Context: an optimization exercise on an open-source flow, tuned for small area, a short achievable clock period and few clock cycles per item. The choices shown serve that exercise and are no tape-out recipe. In this exercise RTL edits were held to simulation tests only and were not proved equivalent to the original.

==> design/flow/design.v <==
module ex_stage_muldiv #(
  parameter int unsigned DATA_W  = 32,
  parameter int unsigned SHAMT_W = $clog2(DATA_W)
) (
  input  logic              clk,
  input  logic              rst_n,
  input  logic              pridictor_wrong,
  input  logic [3:0]        id_ex_alu_op,
  input  logic              id_ex_reg_dst,
  input  logic              id_ex_alu_src,
  input  logic              id_ex_mem_read,
  input  logic              id_ex_mem_write,
  input  logic              id_ex_mem_to_reg,
  input  logic              id_ex_reg_write,
  input  logic              id_ex_branch,
  input  logic              id_ex_branch_bne,
  input  logic [DATA_W-1:0] id_ex_reg_read_data1,
  input  logic [DATA_W-1:0] id_ex_reg_read_data2,
  input  logic [4:0]        id_ex_rs,
  input  logic [4:0]        id_ex_rt,
  input  logic [4:0]        id_ex_rd,
  input  logic [DATA_W-1:0] id_ex_sign_extended,
  input  logic [DATA_W-1:0] ex_mem_alu_result,
  input  logic [DATA_W-1:0] wb_write_data,
  input  logic [4:0]        ex_mem_rd,
  input  logic [4:0]        mem_wb_rd,
  input  logic              ex_mem_reg_write_in,
  input  logic              mem_wb_reg_write,
  output logic [DATA_W-1:0] ex_mem_alu_result_out,
  output logic [DATA_W-1:0] ex_mem_reg_read_data2,
  output logic [4:0]        ex_mem_rd_out,
  output logic              ex_mem_mem_read,
  output logic              ex_mem_mem_write,
  output logic              ex_mem_mem_to_reg,
  output logic              ex_mem_reg_write,
  output logic              ex_mem_branch,
  output logic              ex_mem_branch_bne,
  output logic [4:0]        id_ex_rt_out,
  output logic              id_ex_mem_read_out,
  output logic              ex_stall,
  output logic              md_busy
);
  localparam int unsigned W = 32;
  logic [5:0] funct;
  logic [4:0] shamt;
  logic       is_r, is_md, is_mf, flush, bubble, keep;
  assign flush = pridictor_wrong;
  assign funct = id_ex_sign_extended[5:0];
  assign shamt = id_ex_sign_extended[10:6];
  assign is_r  = (id_ex_alu_op == 4'b0010);
  assign is_md = is_r && (funct[5:2] == 4'b0110);
  assign is_mf = is_r && (funct[5:2] == 4'b0100) && !funct[0];
  assign ex_stall           = !flush && md_busy && (is_md || is_mf);
  assign id_ex_rt_out       = flush ? 5'd0 : id_ex_rt;
  assign id_ex_mem_read_out = flush ? 1'b0 : id_ex_mem_read;
  assign bubble = flush || ex_stall || is_md;
  assign keep   = !bubble;
  logic sel_a_ex, sel_a_wb, sel_b_ex, sel_b_wb;
  logic [W-1:0] fwd_a, fwd_b, alu_b;
  assign sel_a_ex = ex_mem_reg_write_in && (ex_mem_rd != 5'd0) && (ex_mem_rd == id_ex_rs);
  assign sel_a_wb = mem_wb_reg_write && (mem_wb_rd != 5'd0) && (mem_wb_rd == id_ex_rs);
  assign sel_b_ex = ex_mem_reg_write_in && (ex_mem_rd != 5'd0) && (ex_mem_rd == id_ex_rt);
  assign sel_b_wb = mem_wb_reg_write && (mem_wb_rd != 5'd0) && (mem_wb_rd == id_ex_rt);
  assign fwd_a = sel_a_ex ? ex_mem_alu_result : (sel_a_wb ? wb_write_data : id_ex_reg_read_data1);
  assign fwd_b = sel_b_ex ? ex_mem_alu_result : (sel_b_wb ? wb_write_data : id_ex_reg_read_data2);
  assign alu_b = id_ex_alu_src ? id_ex_sign_extended : fwd_b;
  logic op_add, op_sub, op_and, op_or, op_xor, op_nor, op_slt, op_sltu;
  logic op_sll, op_srl, op_sra, op_hi, op_lo;
  always_comb begin
    {op_add, op_sub, op_and, op_or, op_xor, op_nor, op_slt, op_sltu} = '0;
    {op_sll, op_srl, op_sra, op_hi, op_lo} = '0;
    if (is_r) begin
      case (funct)
        6'b100000, 6'b100001: op_add  = 1'b1;
        6'b100010, 6'b100011: op_sub  = 1'b1;
        6'b100100:            op_and  = 1'b1;
        6'b100101:            op_or   = 1'b1;
        6'b100110:            op_xor  = 1'b1;
        6'b100111:            op_nor  = 1'b1;
        6'b101010:            op_slt  = 1'b1;
        6'b101011:            op_sltu = 1'b1;
        6'b000000:            op_sll  = 1'b1;
        6'b000010:            op_srl  = 1'b1;
        6'b000011:            op_sra  = 1'b1;
        6'b010000:            op_hi   = 1'b1;
        6'b010010:            op_lo   = 1'b1;
        default: ;
      endcase
    end else begin
      case (id_ex_alu_op)
        4'b0000, 4'b0100: op_add = 1'b1;
        4'b0001:          op_sub = 1'b1;
        4'b0101:          op_and = 1'b1;
        4'b0110:          op_or  = 1'b1;
        4'b0111:          op_slt = 1'b1;
        4'b1000:          op_xor = 1'b1;
        default: ;
      endcase
    end
  end
  logic         sub;
  logic [W:0]   sum;
  logic         lt_s, lt_u;
  assign sub  = is_r ? funct[1] : id_ex_alu_op[0];
  pfx_add #(.W(W)) u_alu_add (.a(fwd_a), .b(alu_b ^ {W{sub}}), .ci(sub), .s(sum[W-1:0]), .co(sum[W]));
  assign lt_u = !sum[W];
  assign lt_s = (fwd_a[W-1] ^ alu_b[W-1]) ? fwd_a[W-1] : sum[W-1];
  logic [W-1:0] sh_in, sh_out, sh_rev;
  logic         sh_fill;
  always_comb begin
    for (int i = 0; i < W; i++) sh_in[i] = funct[1] ? fwd_b[i] : fwd_b[W-1-i];
  end
  assign sh_fill = funct[1] && funct[0] && fwd_b[W-1];
  assign sh_out  = W'($signed({sh_fill, sh_in}) >>> shamt);
  always_comb begin
    for (int i = 0; i < W; i++) sh_rev[i] = sh_out[W-1-i];
  end
  logic [W-1:0] hi_q, lo_q, alu_res;
  always_comb begin
    alu_res = ({W{keep && (op_add || op_sub)}} & sum[W-1:0])
            | ({W{keep && op_and}} & (fwd_a & alu_b))
            | ({W{keep && op_or }} & (fwd_a | alu_b))
            | ({W{keep && op_xor}} & (fwd_a ^ alu_b))
            | ({W{keep && op_nor}} & ~(fwd_a | alu_b))
            | ({W{keep && (op_srl || op_sra)}} & sh_out)
            | ({W{keep && op_sll}} & sh_rev)
            | ({W{keep && op_hi }} & hi_q)
            | ({W{keep && op_lo }} & lo_q);
    alu_res[0] = alu_res[0] | (keep && op_slt && lt_s) | (keep && op_sltu && lt_u);
  end
  always_ff @(posedge clk or negedge rst_n) begin
    if (!rst_n) begin
      ex_mem_alu_result_out <= '0;
      ex_mem_reg_read_data2 <= '0;
      ex_mem_rd_out         <= '0;
      ex_mem_mem_read       <= 1'b0;
      ex_mem_mem_write      <= 1'b0;
      ex_mem_mem_to_reg     <= 1'b0;
      ex_mem_reg_write      <= 1'b0;
      ex_mem_branch         <= 1'b0;
      ex_mem_branch_bne     <= 1'b0;
    end else begin
      ex_mem_alu_result_out <= alu_res;
      ex_mem_reg_read_data2 <= fwd_b & {W{keep}};
      ex_mem_rd_out         <= (id_ex_reg_dst ? id_ex_rd : id_ex_rt) & {5{keep}};
      ex_mem_mem_read       <= id_ex_mem_read   && keep;
      ex_mem_mem_write      <= id_ex_mem_write  && keep;
      ex_mem_mem_to_reg     <= id_ex_mem_to_reg && keep;
      ex_mem_reg_write      <= id_ex_reg_write  && keep;
      ex_mem_branch         <= id_ex_branch     && keep;
      ex_mem_branch_bne     <= id_ex_branch_bne && keep;
    end
  end
  localparam int unsigned WA = W + 3;
  logic         busy_q, m_div_q, m_mul_q, m_nl_q, m_hi_q;    
  logic         hinv_q;                                      
  logic         dv_q, sg_q, an_q, qn_q, dneg_q, fixu_q, nega_q, bp_q;
  logic         hs_q;                                        
  logic [3:0]   cnt_q;
  logic [W-1:0] d_q;
  logic         p1_q, p2_q, n1_q, n2_q, q1_q, q2_q, r1_q, r2_q, cx_q;
  logic         accept;
  assign md_busy = busy_q;
  assign accept  = is_md && !flush && !busy_q;
  logic [WA-1:0] bx, bx2, x1, y1, s1, x2, y2, s2;
  logic          g1, g2, sb2;
  assign bx  = {{3{sg_q && d_q[W-1]}}, d_q};
  assign bx2 = {bx[WA-2:0], 1'b0};
  assign x1 = ({WA{m_div_q}} & {hs_q, hs_q, hi_q, lo_q[W-1]})
            | ({WA{m_mul_q || m_hi_q}} & ({{3{hs_q}}, hi_q} ^ {WA{m_hi_q && hinv_q}}))
            | ({WA{m_nl_q}} & {3'b111, ~lo_q});
  assign y1 = ({WA{p1_q}} & bx) | ({WA{p2_q}} & bx2) | ({WA{n1_q}} & ~bx) | ({WA{n2_q}} & ~bx2);
  pfx_add #(.W(WA)) u_add1 (.a(x1), .b(y1), .ci(n1_q || n2_q || cx_q), .s(s1), .co());
  assign g1 = !s1[WA-1];
  assign sb2 = g1 ^ dneg_q;
  assign x2 = m_div_q ? {s1[WA-2:0], lo_q[W-2]} : {{2{s1[WA-1]}}, s1[WA-1:2]};
  assign y2 = m_div_q ? (bx ^ {WA{sb2}})
                      : (({WA{q1_q}} & bx) | ({WA{q2_q}} & bx2) | ({WA{r1_q}} & ~bx) | ({WA{r2_q}} & ~bx2));
  pfx_add #(.W(WA)) u_add2 (.a(x2), .b(y2), .ci(m_div_q ? sb2 : (r1_q || r2_q)), .s(s2), .co());
  assign g2 = !s2[WA-1];
  logic [WA-1:0] yd, xk, sk;
  logic          skip;
  assign yd   = bx ^ {WA{!dneg_q}};
  assign xk   = {3'b000, hi_q[W-9:0], lo_q[W-1:W-8]};
  pfx_add #(.W(WA)) u_addk (.a(xk), .b(yd), .ci(!dneg_q), .s(sk), .co());
  assign skip = !hs_q && (hi_q[W-1:W-8] == '0) && sk[WA-1] && (cnt_q <= 4'd11);
  always_ff @(posedge clk) begin
    if (accept) d_q <= fwd_b;
  end
  logic to_nl, to_nh, to_fx, div_end, mul_end;
  assign to_nl   = dv_q && qn_q && (d_q != '0);
  assign to_nh   = dv_q && an_q;
  assign to_fx   = !dv_q && fixu_q;
  assign div_end = (cnt_q == 4'd15);
  assign mul_end = (cnt_q == 4'd7);
  logic         busy_d, m_div_d, m_mul_d, m_nl_d, m_hi_d, hinv_d, nega_d, bp_d;
  logic         dv_d, sg_d, an_d, qn_d, dneg_d, fixu_d, hs_d;
  logic [3:0]   cnt_d;
  logic [W-1:0] hi_d, lo_d;
  logic [3:0]   nb;        
  always_comb begin
    busy_d = busy_q; m_div_d = m_div_q; m_mul_d = m_mul_q; m_nl_d = m_nl_q; m_hi_d = m_hi_q;
    hinv_d = hinv_q; nega_d = nega_q; bp_d = bp_q; cnt_d = cnt_q;
    dv_d = dv_q; sg_d = sg_q; an_d = an_q; qn_d = qn_q; dneg_d = dneg_q; fixu_d = fixu_q;
    hs_d = hs_q;
    hi_d = hi_q; lo_d = lo_q;
    nb = lo_q[7:4];
    if (accept) begin
      busy_d  = 1'b1;
      dv_d    = funct[1];
      sg_d    = !funct[0];
      an_d    = !funct[0] && fwd_a[W-1];
      qn_d    = !funct[0] && (fwd_a[W-1] ^ fwd_b[W-1]);
      dneg_d  = funct[1] && !funct[0] && fwd_b[W-1];
      fixu_d  = funct[0] && fwd_a[W-1];
      nega_d  = funct[1] && !funct[0] && fwd_a[W-1];
      m_nl_d  = funct[1] && !funct[0] && fwd_a[W-1];
      m_div_d = funct[1] && !(!funct[0] && fwd_a[W-1]);
      m_mul_d = !funct[1];
      m_hi_d  = 1'b0;
      hinv_d  = 1'b0;
      cnt_d   = '0;
      bp_d    = 1'b0;
      hi_d    = '0;
      hs_d    = 1'b0;
      lo_d    = fwd_a;
      nb      = fwd_a[3:0];
    end else if (busy_q) begin
      if (m_div_q) begin
        if (skip) begin
          cnt_d = cnt_q + 4'd4;
          hi_d  = {hi_q[W-9:0], lo_q[W-1:W-8]};
          lo_d  = {lo_q[W-9:0], 8'd0};
        end else begin
          cnt_d = cnt_q + 4'd1;
          hi_d  = s2[W-1:0];
          hs_d  = s2[WA-1];
          lo_d  = {lo_q[W-3:0], g1, g2};
          if (div_end) begin
            m_div_d = 1'b0;
            m_nl_d  = !s2[WA-1] && to_nl;
            m_hi_d  = s2[WA-1] || (!to_nl && to_nh);
            hinv_d  = !s2[WA-1];
            busy_d  = s2[WA-1] || to_nl || to_nh;
          end
        end
      end else if (m_mul_q) begin
        cnt_d = cnt_q + 4'd1;
        bp_d  = lo_q[3];
        hi_d  = s2[W+1:2];
        hs_d  = s2[W+1];
        lo_d  = {s2[1:0], s1[1:0], lo_q[W-1:4]};
        if (mul_end) begin
          m_mul_d = 1'b0;
          m_hi_d  = to_fx;
          hinv_d  = 1'b0;
          busy_d  = to_fx;
        end
      end else if (m_nl_q) begin
        lo_d    = s1[W-1:0];
        nega_d  = 1'b0;
        m_nl_d  = 1'b0;
        m_div_d = nega_q;
        m_hi_d  = !nega_q && an_q;
        hinv_d  = 1'b1;
        busy_d  = nega_q || an_q;
      end else if (dv_q && !hinv_q) begin
        hi_d    = s1[W-1:0];
        hs_d    = 1'b0;
        m_nl_d  = to_nl;
        m_hi_d  = !to_nl && to_nh;
        hinv_d  = 1'b1;
        busy_d  = to_nl || to_nh;
      end else begin
        hi_d    = s1[W-1:0];
        hs_d    = s1[W-1];
        m_hi_d  = 1'b0;
        busy_d  = 1'b0;
      end
    end
  end
  logic [2:0] bd1, bd2;
  logic       p1_d, p2_d, n1_d, n2_d, q1_d, q2_d, r1_d, r2_d, cx_d;
  assign bd1 = {nb[1], nb[0], bp_d};
  assign bd2 = {nb[3], nb[2], nb[1]};
  always_comb begin
    {p1_d, p2_d, n1_d, n2_d, q1_d, q2_d, r1_d, r2_d, cx_d} = '0;
    if (m_div_d) begin
      n1_d = !hs_d ^ dneg_d;  p1_d = !(!hs_d ^ dneg_d);
    end else if (m_mul_d) begin
      p1_d = (bd1 == 3'b001) || (bd1 == 3'b010);
      p2_d = (bd1 == 3'b011);
      n2_d = (bd1 == 3'b100);
      n1_d = (bd1 == 3'b101) || (bd1 == 3'b110);
      q1_d = (bd2 == 3'b001) || (bd2 == 3'b010);
      q2_d = (bd2 == 3'b011);
      r2_d = (bd2 == 3'b100);
      r1_d = (bd2 == 3'b101) || (bd2 == 3'b110);
    end else if (m_hi_d) begin
      p1_d = !hinv_d && !(dv_d && dneg_d); n1_d = !hinv_d && dv_d && dneg_d; cx_d = hinv_d;
    end else if (m_nl_d) begin
      cx_d = 1'b1;
    end
  end
  always_ff @(posedge clk or negedge rst_n) begin
    if (!rst_n) begin
      busy_q  <= 1'b0;
      m_div_q <= 1'b0;
      m_mul_q <= 1'b0;
      m_nl_q  <= 1'b0;
      m_hi_q  <= 1'b0;
      hinv_q  <= 1'b0;
      nega_q  <= 1'b0;
      cnt_q   <= '0;
      bp_q    <= 1'b0;
      dv_q    <= 1'b0;
      sg_q    <= 1'b0;
      an_q    <= 1'b0;
      qn_q    <= 1'b0;
      dneg_q  <= 1'b0;
      fixu_q  <= 1'b0;
      hs_q    <= 1'b0;
      hi_q    <= '0;
      lo_q    <= '0;
      {p1_q, p2_q, n1_q, n2_q, q1_q, q2_q, r1_q, r2_q, cx_q} <= '0;
    end else begin
      busy_q  <= busy_d;
      m_div_q <= m_div_d;
      m_mul_q <= m_mul_d;
      m_nl_q  <= m_nl_d;
      m_hi_q  <= m_hi_d;
      hinv_q  <= hinv_d;
      nega_q  <= nega_d;
      cnt_q   <= cnt_d;
      bp_q    <= bp_d;
      dv_q    <= dv_d;
      sg_q    <= sg_d;
      an_q    <= an_d;
      qn_q    <= qn_d;
      dneg_q  <= dneg_d;
      fixu_q  <= fixu_d;
      hs_q    <= hs_d;
      hi_q    <= hi_d;
      lo_q    <= lo_d;
      {p1_q, p2_q, n1_q, n2_q, q1_q, q2_q, r1_q, r2_q, cx_q} <=
        {p1_d, p2_d, n1_d, n2_d, q1_d, q2_d, r1_d, r2_d, cx_d};
    end
  end
endmodule
module pfx_add #(parameter int W = 32) (
  input  logic [W-1:0] a, b,
  input  logic         ci,
  output logic [W-1:0] s,
  output logic         co
);
  localparam int L = $clog2(W);
  logic [W-1:0] x, g, p, gn, pn;
  assign x = a ^ b;
  always_comb begin
    g = a & b;
    p = x;
    g[0] = (a[0] & b[0]) | (x[0] & ci);
    for (int l = 0; l < L; l++) begin
      gn = g;
      pn = p;
      for (int i = (1 << l); i < W; i++) begin
        gn[i] = g[i] | (p[i] & g[i - (1 << l)]);
        pn[i] = p[i] & p[i - (1 << l)];
      end
      g = gn;
      p = pn;
    end
  end
  assign s  = x ^ {g[W-2:0], ci};
  assign co = g[W-1];
endmodule
==> design/flow/flow/run.sh <==
#!/bin/bash
# Standard layout, except that the port buffers are buf_2 cells rather than the
# delay-cell buffers buffer_ports picks by default.
set -euo pipefail
export BUFFER_PORTS_ARGS="-buffer_cell sky130_fd_sc_hd__buf_2"
bash standard.sh > standard_flow.log 2>&1
==> design/flow/standard.sh <==
#!/bin/bash
# synth_recipe.tcl (not shown) runs the flow's synth.tcl, then flattens the netlist and writes it again
# the make line also repeats each setting of config.mk as NAME=value (left out here)
make -C /OpenROAD-flow-scripts/flow DESIGN_CONFIG=/design/flow/config.mk WORK_HOME=/design/flow/orfs CLKGATE_MAP_FILE= SYNTH_SCRIPT=/design/flow/synth_recipe.tcl "${@:-finish}"
==> design/flow/config.mk <==
export PLATFORM = sky130hd
export DESIGN_NAME = ex_stage_muldiv
export DESIGN_NICKNAME = ex_stage_muldiv
export VERILOG_FILES = /design/flow/design.v
export SDC_FILE = /design/flow/constraint.sdc
export NUM_CORES = 4
export LEC_CHECK = 0
export CAP_MARGIN = 20
export CORE_MARGIN = 2
export CORE_UTILIZATION = 40
export SETUP_SLACK_MARGIN = 3.5
export SLEW_MARGIN = 20
==> design/flow/constraint.sdc <==
create_clock -name core_clock -period 10.0 [get_ports {clk}]
set_input_delay 2.0000 -clock core_clock [delete_from_list [all_inputs] [get_ports {clk}]]
set_output_delay 2.0000 -clock core_clock [all_outputs]
set_load 0.01 [all_outputs]
==> run notes <==
worst paths after layout:
kind                       slack, ns   start                   endpoint  cells past startpoint
setup / recovery                2.94  m_hi_q                       p1_q                     32
hold / removal                  0.52  fixu_q                     fixu_q                      2
setup reg to reg                2.94  m_hi_q                       p1_q                     32
hold reg to reg                 0.52  fixu_q                     fixu_q                      2
max in group asynchronous       6.84   rst_n  ex_mem_reg_read_data2[16]                      2
min in group asynchronous       1.58   rst_n  ex_mem_alu_result_out[31]                      1
timing repair:
item / CTS / global route
setup endpoints to repair: 58 / 50
cloned: 4 / 1
buffers inserted: 60 / 37
endpoints found under the hold margin: 0 / 0
gates resized for setup: 104 / 73
pin swaps: 71 / 51
stage by stage:
step,instance area [sq um],cells,util [%]
2_1_floorplan,27250,3406,-
3_3_place_gp,29350,4373,43.86
3_5_place_dp,29360,4374,43.87
4_1_cts,30950,4470,46.25
5_1_grt,31640,4509,47.28
6_report,31640,4511,47.28
logic make-up (layout without fill, tap and decap cells):
group	after synthesis	count (layout)
AOI/OAI and AO/OA	1051	1052
xor gates and xnor gates	205	205
adders and majority gates	200	200
buffers and inverters	432	659
DFF	199	199
muxes	375	375
other	0	3
and+or+nand+nor	944	945
worst max-delay path: cells and delay by family (launching register included):
kind | cells | cell delay, ns
DFF | 1 | 0.37
adders and majority gates | 2 | 0.69
AOI/OAI and AO/OA | 14 | 3.18
and+or+nand+nor | 6 | 1.30
buffers and inverters | 7 | 0.95
xor gates and xnor gates | 3 | 0.45
metal layers:
metal  up-vias  routed length [um]  global-route usage, %
met5         -                  12                      0
met4         2                9299                  22.72
met3       353               13130                  8.110
met2      1738               53410                  52.06
met1     13990               52100                  47.39
li1      13050                   -                      -
cell usage in the layout, fill, tap and decap left out, types with 23 or more instances in the layout:
| cell | count |
|---|---|
| inv_1 | 149 |
| nor3_1 | 68 |
| a221o_1 | 37 |
| and3_1 | 41 |
| a31oi_1 | 29 |
| mux4_2 | 30 |
| dfrtp_1 | 160 |
| a221oi_1 | 38 |
| nand2_1 | 284 |
| o211ai_1 | 36 |
| and2_1 | 52 |
| buf_2 | 282 |
| edfxtp_1 | 32 |
| mux2_2 | 31 |
| nor2_1 | 264 |
| nor2b_1 | 23 |
| buf_4 | 162 |
| a22oi_1 | 24 |
| nand4_1 | 27 |
| xnor2_1 | 101 |
| a211oi_1 | 69 |
| o21ai_1 | 45 |
| ha_1 | 179 |
| nand3_1 | 76 |
| a21oi_1 | 268 |
| mux2i_1 | 304 |
| xor2_1 | 92 |
| a21o_1 | 52 |
| o21ai_0 | 147 |
area by class of cell:
cell class	count	area [sq um]
Fill cell	6711	35280
Multi-Input combinational cell	2777	21160
Sequential cell	199	5151
Timing Repair Buffer	471	3045
Tap cell	873	1092
Inverter	156	588.1
Clock buffer	17	425.4
Clock inverter	15	173.9
Antenna cell	3	7.507
==> summary.txt <==
STA
  – Slew HR: 23.77%
  – Worst Skew: 0.01870 ns
  – Final Hold Viols: 0
  – Final setup vio count: 0
  – RSZ-0062 raised after global routing: yes
  – Setup ws final: 2.937 ns
  – Max-slew violations: 0
  – Slew @ Worst Pin: 1.142 ns
  – Post-route clock period utilization: a little over two thirds
  – Hold Slack: approximately 0.52 ns
  – Setup_tns: 0 ns
  – F_max: 141.6 MHz
  – Period minus WS final: 7.063 ns

Cells and area
  – Syn-to-layout area delta: 17.45%
  – # nets final: a little over 4k
  – Layout cells sized above 1: 21.07%

Logic synthesis
  – Largest family of logic cells by synthesized area: compound AO/OA/AOI/OAI gates
  – Synthesized instance count: 3,406
  – Post-synthesis compound-gate area fraction: around 27%
  – EDFF count, synth: 32
  – Commonest cells in the synthesized netlist: mux2i_1, nand2_1, a21oi_1
  – Post-Synth XOR/XNOR Area: under 10%
  – Top_reg_cell synth: dfrtp_1
  – Top cell type's share of synthesized area: 15.51%
  – Register bit total from synthesis: 199
  – Sequential fraction of the synthesis area: approximately a fifth
  – Syn nets: 3,808
  – Async S/R FF share, synth: 83.92%
  – Unique masters post-synth: 94
  – Post-synthesis simple-gate area fraction: 16.38%
  – Synth area leader: dfrtp_1
  – Mapped Area: roughly 0.027 sq mm
  – Ys Warns: 3
  – Syn_area_per_cell: a little under 8 sq um
  – Top cells by area, synth: dfrtp_1, mux2i_1, ha_1
  – Multiplexer share of the synthesized area: about 15%
  – Synth Area in Adders: 9.428%
  – Top-count cell post-synth: mux2i_1

Critical path
  – Worst-path fanout max: 6
  – CP dominant cell by count: buf_12
  – WP data required: about 10 ns
  – Worst EP arrival: 7.46 ns
  – Critical Path Start Type: flop
  – Setup crit end kind: flop
  – Slowest CP cell: a2111o_1
  – CP Class: reg -> reg
  – Slowest stage delay, CP: 0.56 ns

Routing
  – Drt pass-1 iters: 6
  – Routed WL: roughly 130,000 um
  – WL/cell: about 28 um
  – Residual DRC: 0
  – Number of DRC markers in iteration 0: 3,651
  – ANT nets after route: 0
  – Vias: 29.13k
  – Via density: 6.458

CTS
  – Worst-path clk slew: approximately 0.080 ns
  – Clk sink count: 199
  – Worst-skew pair later-pin latency: 0.53 ns
  – Root Buffer: clkbuf_16
  – CTS buffer count: 17
  – H-tree depth: 4
  – CTS tree: built
  – Hold Buf Count CTS: 0
  – Max clock buf depth: 2

Placed design
  – Post-Place Setup Slack: 1.717 ns
  – IO Port Bufs: roughly 280
  – GP Congestion: just over 1
  – Hpwl dp: 95,110 um

Global routing
  – First-pass GRT wire length: about 180,000 um
  – Grt ovf: 0
  – Initial antenna violation count: 4
  – Vias in the first global route: 27.07k
  – Pin count of the biggest net entering global routing: a little under 100
  – Global router's overall resource usage: 35.69%

Floorplanning
  – Top Ports: between 200 and 300
  – Die height: 263.5 um
  – Die X: 263.5 um
  – Core region area: 0.06692 sq mm
  – Initial Util: 40.26%
  – Die area: 0.06944 sq mm
  – Core Rows: 95

Run status
  – Status: timing/DRC/antenna clean

Flow run
  – Max Cap Viol: 0

Hold path
  – Hold crit path type: reg -> reg
Testbench counts, summed over its fixed seeds: cycles 7,189, instrs 4,816.

afterwards: timing with drivers on the ports:
How much do the figures lean on ideal ports? The routed layout below was timed once more, with nothing changed but the port constraints. Step 1 sets driving cells, clkbuf_16 on the clock port and buf_2 on the other inputs (assumed; they add their load-dependent delay and slew). Step 2 adds t to the input delays and takes it off the output delays; t is the mean of the earliest and latest rising clock arrival at the registers after step 1. Input paths then give back, and output paths get back, about the clock's delay inside the block. Slacks: ideal / step 1 / step 2; pairs: ideal / step 1.
t (ns): 0.581
setup WS [ns]: 2.937 / 2.937 / 2.937
worst register clock-pin slew, ns: 0.09 / 0.09
worst data-port slew with drivers (ns): 0.08
pins driven straight from the clock port: 1
After both steps this run still meets setup and hold. For this run, drivers alone change the setup slack by 0.000 ns; drivers and shift together by 0.000 ns.
